Background: an optimization exercise with open tools, aiming at small area, a short achievable clock period and few clock cycles per item. Do not read the settings as production practice.
The RTL was checked by simulation tests, not by an equivalence proof against the original design.

## epoch_seconds_to_date
module epoch_seconds_to_date (
    input  logic        i_clk,
    input  logic        i_rst_n,
    input  logic        start,
    output logic        busy,
    input  logic [31:0] i_epoch_seconds,
    output logic        o_done,
    output logic [11:0] o_year,
    output logic [3:0]  o_month,
    output logic [4:0]  o_day,
    output logic [4:0]  o_hour,
    output logic [5:0]  o_minute,
    output logic [5:0]  o_second
);
export LEC_CHECK = 0
export CAP_MARGIN = 20
export CORE_MARGIN = 2
export CORE_UTILIZATION = 40
export SLEW_MARGIN = 20
export SYNTH_HIERARCHICAL = 1
create_clock -name core_clock -period 20.0 [get_ports {i_clk}]
standard.sh (not shown) runs the stock make flow with config.mk's settings and CLKGATE_MAP_FILE= SYNTH_SCRIPT=/design/flow/synth_recipe.tcl, a recipe that flattens the netlist after the stock synthesis.
==> flow/flow/run.sh <==
#!/bin/bash
# Standard layout (bash standard.sh, its synthesis unchanged), with the ports
# buffered by buf_2 cells and timing repair aiming for a larger setup slack.
set -e
cp standard.sh standard.sh.log
export BUFFER_PORTS_ARGS="-buffer_cell sky130_fd_sc_hd__buf_2"
export SETUP_SLACK_MARGIN=10.1
bash standard.sh > standard_run.log 2>&1
Testbench counts at the start, summed over its fixed seeds: cycles 3,208, items 3,200.
Change:
--- a/flow/config.mk
+++ b/flow/config.mk
@@ -9,4 +9,5 @@
 export CORE_MARGIN = 2
 export CORE_UTILIZATION = 40
+export CTS_BUF_LIST = sky130_fd_sc_hd__clkbuf_8
 export SLEW_MARGIN = 20
 export SYNTH_HIERARCHICAL = 1
- cell area decreases by 0.61%
- die area does not change
- routed wire length is unchanged
- first-iteration DRC count drops by 3.2%
- flip-flop and latch count is unchanged
- global-route usage hardly moves
- utilization shrinks by 0.27 points
- via count stays flat
- clock-buffer cell count fell by 1

Another version of the RTL of epoch_seconds_to_date (not shown whole).
Size: ~880 cells after synthesis, ~37 flip-flops, about 75 I/O pins.
==> flow/config.mk <==
export PLATFORM = sky130hd
export DESIGN_NAME = epoch_seconds_to_date
export DESIGN_NICKNAME = epoch_seconds_to_date
export VERILOG_FILES = /design/flow/design.v
export SDC_FILE = /design/flow/constraint.sdc
export NUM_CORES = 4
export LEC_CHECK = 0
export CAP_MARGIN = 20
export CORE_MARGIN = 2
export CORE_UTILIZATION = 40
export SLEW_MARGIN = 20
export SYNTH_HIERARCHICAL = 1
==> flow/constraint.sdc <==
create_clock -name core_clock -period 20.0 [get_ports {i_clk}]
set_input_delay 4.0000 -clock core_clock [delete_from_list [all_inputs] [get_ports {i_clk}]]
set_output_delay 4.0000 -clock core_clock [all_outputs]
set_load 0.01 [all_outputs]
==> flow/flow/run.sh <==
#!/bin/bash
# Standard layout (bash standard.sh, its synthesis unchanged), with the ports
# buffered by buf_2 cells and timing repair aiming for a larger setup slack.
set -e
cp standard.sh standard.sh.log
export BUFFER_PORTS_ARGS="-buffer_cell sky130_fd_sc_hd__buf_2"
export SETUP_SLACK_MARGIN=9.6
bash standard.sh > standard_run.log 2>&1
The first run passed the timing, DRC and antenna checks.
Testbench counts at the start, summed over its fixed seeds: cycles 3,208, items 3,200.
Next try:
--- a/flow/flow/run.sh
+++ b/flow/flow/run.sh
@@ -6,3 +6,3 @@
 export BUFFER_PORTS_ARGS="-buffer_cell sky130_fd_sc_hd__buf_2"
-export SETUP_SLACK_MARGIN=9.6
+export SETUP_SLACK_MARGIN=10.0
 bash standard.sh > standard_run.log 2>&1
- The new run produced a clean layout
- wire length goes up by 1.6%
- design area went up by 4.7%
- worst setup slack improved by 370 ps
- critical path depth came out lower by 7
- flip-flop and latch count does not change
- synthesized area does not change
Next try:
==> flow/flow/run.sh (replaced) <==
#!/bin/bash
# Standard layout (bash standard.sh, its synthesis unchanged), with the ports
# buffered by buf_1 cells and timing repair aiming for a larger setup slack.
set -e
cp standard.sh standard.sh.log
export BUFFER_PORTS_ARGS="-buffer_cell sky130_fd_sc_hd__buf_1"
export SETUP_SLACK_MARGIN=10.0
bash standard.sh > standard_run.log 2>&1
What happened: Sequential share of layout area hardly moves. Worst setup slack degrades by 71 ps. Synthesized area stays the same. Cell area is about the same. Global-route usage rises by 0.23 points. Synthesized cell count does not change.

== run 1 ==
Starting RTL as in the previous note.
Settings: LEC_CHECK=0, CAP_MARGIN=20, CORE_MARGIN=2, CORE_UTILIZATION=40, SLEW_MARGIN=20, SYNTH_HIERARCHICAL=1; clock period 20.0 ns.
==> flow/flow/run.sh <==
#!/bin/bash
# Standard layout (bash standard.sh, its synthesis unchanged), with the ports
# buffered by buf_2 cells and timing repair aiming for a larger setup slack.
set -e
cp standard.sh standard.sh.log
export BUFFER_PORTS_ARGS="-buffer_cell sky130_fd_sc_hd__buf_2"
export SETUP_SLACK_MARGIN=10.7
bash standard.sh > standard_run.log 2>&1
Per the final summary, run 1 finished and its layout is clean on timing, DRC and antenna.
Testbench counts of run 1, summed over its fixed seeds: cycles 3,208, items 3,200.
Input changes introduced in run 2 (baseline for comparison: run 1):
diff --git a/flow/flow/run.sh b/flow/flow/run.sh
--- a/flow/flow/run.sh
+++ b/flow/flow/run.sh
@@ -7 +7 @@
-export SETUP_SLACK_MARGIN=10.7
+export SETUP_SLACK_MARGIN=9.3
Notes after the runs:
- Measured against each other, run 2 and run 1 differ in path length in cells of the critical path, the lower figure coming from run 1.
- Sort run 2 and run 1 by sequential share of layout area asc -> top: run 1
- The worst-case headroom to the max-slew limit of run 2 is higher than that of run 1.
[inputs] run 3 vs run 2
Settings: PLACE_DENSITY newly set to 0.8; CORE_UTILIZATION changed from 40 to 65.
## What came out
The share of layout cells above drive strength 1 of run 2 and that of run 3 are within noise of each other. Compared to run 2, run 3 shows a narrower setup margin. Weighted congestion at the end of routability-driven global placement: run 3 higher than run 2. Ratio of final minimum period to clock period, run 2 and run 3: lower on run 2. [compare] base=run 2 new=run 3: headroom to the max-slew limit saw a decrease, first-iteration DRC count fell by 0.44%, actual slew at the worst max-slew pin held steady. Looking at minimum clock period, run 3 sits above run 2.

[port drivers added, routing unchanged]
How much do the figures lean on ideal ports? The routed layouts below were timed once more, with nothing changed but the port constraints. Step 1: set_driving_cell puts a clkbuf_16 on i_clk and a buf_2 on each other input, an assumption about the parent block. Step 2 times the ports against the registers' clock, not the clock port: input delays grow and output delays shrink by t, the midpoint of the rising clock arrivals with the driver on. Slacks: ideal / step 1 / step 2; pairs: ideal / step 1.
| run | t, ns | slack for setup (ns) | worst setup path at the end | worst register clock-pin slew, ns |
|---|---|---|---|---|
| the first run of note 1 | 0.312 | 10.511 / 10.477 / 10.214 | input to register | 0.05 / 0.05 |
| the second run of note 1 | 0.318 | 10.490 / 10.459 / 10.218 | input to register | 0.07 / 0.07 |
| the first run of note 2 | 0.324 | 9.846 / 9.808 / 9.677 | input to register | 0.07 / 0.07 |
| the second run of note 2 | 0.321 | 10.213 / 10.206 / 9.885 | input to register | 0.06 / 0.06 |
| the third run of note 2 | 0.326 | 10.142 / 10.137 / 9.823 | input to register | 0.07 / 0.07 |
| run 1 | 0.321 | 10.403 / 10.379 / 10.081 | input to register | 0.06 / 0.06 |
| run 2 | 0.322 | 9.756 / 9.718 / 9.558 | input to register | 0.07 / 0.07 |
| run 3 | 0.318 | 9.631 / 9.648 / 9.331 | input to register | 0.06 / 0.06 |
After both steps every run listed still meets setup and hold. For the second run of note 2, which loses most, drivers alone change the setup slack by -0.007 ns; drivers and shift together by -0.328 ns.
